From an optimization exercise on the open Yosys and OpenROAD flow, aimed at small area, a short achievable clock period and few clock cycles per item; shortcuts taken in it are not production practice. The RTL was checked by simulation tests, not by an equivalence proof against the original design. Power figures rest on the tool's default switching activity, not on a simulated workload.

==> flow/design.v (excerpt) <==
module int_backend (
  input  logic             clk_i,
  input  logic             rst_ni,
  input  logic             fetch_valid_i,
  output logic             fetch_ready_o,
  input  logic [32-1:0] fetch_pc_i,
  input  logic [2:0]       fetch_op_i,
  input  logic [4:0]       fetch_rd_i,
  input  logic [4:0]       fetch_rs1_i,
  input  logic [4:0]       fetch_rs2_i,
  input  logic [32-1:0] fetch_imm_i,
  input  logic             fetch_redirected_i,
  output logic             redirect_valid_o,
  output logic [32-1:0] redirect_pc_o,
  output logic             commit_valid_o,
  output logic [32-1:0] commit_pc_o,
  output logic [4:0]       commit_rd_o,
  output logic [32-1:0] commit_data_o
);
  logic [4:0]       de_rs1;
  logic [4:0]       de_rs2;
  logic [32-1:0] de_sel1;
  logic [32-1:0] de_sel2;
  logic             stall;
  logic [32-1:0] ex1_pc;
  logic [4:0]       ex1_sel;
  logic             ex1_sub;
  logic             ex1_jal;
  logic             ex1_beq;
  logic             ex1_mul;
  logic [4:0]       ex1_rd;
  logic [32-1:0] ex1_imm;
  logic             ex1_done;
  logic [32-1:0] rf_rs1;
  logic [32-1:0] rf_rs2;
  logic [32-1:0] rs1;
  logic [32-1:0] rs2;
  logic [32-1:0] alu_result;
  logic [32-1:0] next_pc;
  logic [32-1:0] mul_data;
  logic             ex2_done_q;
  logic             ex2_mul_q;
  logic [4:0]       ex2_rd_q;
  logic [32-1:0] ex2_pc_q;
  logic [32-1:0] ex2_data_q;
  logic [32-1:0] ex2_result;
  logic             commit_valid_q;
  logic [32-1:0] commit_pc_q;
  logic [4:0]       commit_rd_q;
  logic [32-1:0] commit_data_q;
  issue_ctrl issue_ctrl_inst (
    .clk_i              (clk_i),
    .rst_ni             (rst_ni),
    .fetch_valid_i      (fetch_valid_i),
    .fetch_ready_o      (fetch_ready_o),
    .fetch_pc_i         (fetch_pc_i),
    .fetch_op_i         (fetch_op_i),
    .fetch_rd_i         (fetch_rd_i),
  ...
Size in the first run: ~6500 cells after synthesis, roughly 1600 flip-flops, roughly 190 I/O pins, about 81000 um2 of cells after synthesis.
==> flow/config.mk <==
export PLATFORM = sky130hd
export DESIGN_NAME = int_backend
export DESIGN_NICKNAME = int_backend
export VERILOG_FILES = /design/flow/design.v
export SDC_FILE = /design/flow/constraint.sdc
export NUM_CORES = 4
export LEC_CHECK = 0
export CAP_MARGIN = 10
export CORE_MARGIN = 2
export CORE_UTILIZATION = 60
export SLEW_MARGIN = 10
==> flow/constraint.sdc <==
create_clock -name core_clock -period 15.5 [get_ports {clk_i}]
set_input_delay 3.1000 -clock core_clock [delete_from_list [all_inputs] [get_ports {clk_i}]]
set_output_delay 3.1000 -clock core_clock [all_outputs]
set_load 0.01 [all_outputs]
standard.sh (not shown) runs the stock make flow with config.mk's settings and CLKGATE_MAP_FILE= SYNTH_SCRIPT=/design/flow/synth_recipe.tcl, a recipe that flattens the netlist after the stock synthesis.
==> flow/flow/run.sh <==
#!/bin/bash
# The standard layout, with the resizer's setup repair (after floorplan,
# CTS and global route) aiming for slack beyond the clock period's, and a
# clock tree of fewer, larger sink clusters without dummy loads.
set -euo pipefail
bash standard.sh SETUP_SLACK_MARGIN=11 \
  "CTS_ARGS=-sink_clustering_enable -repair_clock_nets -sink_clustering_size 22 -sink_clustering_max_diameter 100 -dont_use_dummy_load" \
  finish > make_finish.log 2>&1
The first run produced a clean layout.
Testbench counts at the start, summed over its fixed seeds: cycles 12,322, instrs 12,000.
Edit:
- CAP_MARGIN: 10 -> 20
- CORE_UTILIZATION: 60 -> 55
- SLEW_MARGIN: 10 -> 20
After rerunning:
- The changed run finished clean
- synthesized area is unchanged
- power grows by 0.32%
- final area increases by about 0.44%
- clock-buffer cell count is higher by 1
- routed wire length increases by 3.2%
- via count is about the same
- clock skew is higher by 0.034 ns
- setup slack improved by 0.12 ns
- die area rises by 9.0%
- core utilization is lower by 5.2 points

---

Setup of JK:
Another version of the RTL of int_backend (not shown whole).
Size: about 6800 cells after synthesis, ~1500 flip-flops, roughly 86000 um^2 of cells after synthesis.
clock: 15.5 ns
lec_check: 0
cap_margin: 20
core_margin: 2
core_utilization: 40
slew_margin: 20
==> flow/flow/run.sh <==
#!/bin/bash
# The standard layout, with the resizer's setup repair (after floorplan,
# CTS and global route) aiming for slack beyond the clock period's.
set -euo pipefail
bash standard.sh SETUP_SLACK_MARGIN=11 finish > make_finish.log 2>&1
Testbench counts of JK, summed over its fixed seeds: cycles 12,322, instrs 12,000.
#### Input delta (PW over JK)
==> flow/run.sh (new file) <==
#!/bin/bash
# synth_recipe.tcl (not shown) runs the flow's synth.tcl, then flattens the netlist and writes it again
# the make line also repeats each setting of config.mk as NAME=value (left out here)
make -C /OpenROAD-flow-scripts/flow DESIGN_CONFIG=/design/flow/config.mk WORK_HOME=/design/flow/orfs CLKGATE_MAP_FILE= SYNTH_SCRIPT=/design/flow/synth_recipe.tcl finish
removed: flow/flow/run.sh
removed: flow/standard.sh
==> summary.txt <==
Run comparison: PW critical setup path kind reg -> reg; JK critical setup path kind reg -> out. PW packs its core more loosely than JK. Routed wire length: lower on PW. Met2 wirelength from detailed routing: higher on JK. Re sum of overflow across all layers after global routing: no difference whatsoever between JK and PW. Diff JK..PW | aggregate global-route resource usage | negligible. Lower post-layout total power goes to PW over JK. Compared with JK, in PW pre-CTS setup slack now smaller, relative area change from synthesis to final layout fell by 1.9 points, buffer and inverter count on the worst path went up by 4.

## port drivers added, routing unchanged
How much do the figures lean on ideal ports? The routed layouts below were timed once more, with nothing changed but the port constraints. Step 1: set_driving_cell puts a clkbuf_16 on clk_i and a buf_2 on each other input, an assumption about the parent block. Step 2 also shifts input and output timing later by t, the mid clock arrival at the registers, as if the neighbouring blocks saw the same clock. a / b / c = ideal ports / drivers / drivers and shift; a / b = the first two.
run	t, ns	slack for setup (ns)	hold slack, ns
the first run of note 1	0.787	10.896 / 10.896 / 10.811	0.329 / 0.329 / 0.329
the second run of note 1	0.790	11.014 / 10.931 / 10.824	0.316 / 0.316 / 0.316
JK	0.876	10.940 / 10.855 / 11.026	0.326 / 0.326 / 0.326
PW	0.899	9.848 / 9.848 / 9.848	0.316 / 0.316 / 0.316
After both steps every run listed still meets setup and hold. For the second run of note 1, which loses most, drivers alone change the setup slack by -0.083 ns; drivers and shift together by -0.190 ns.
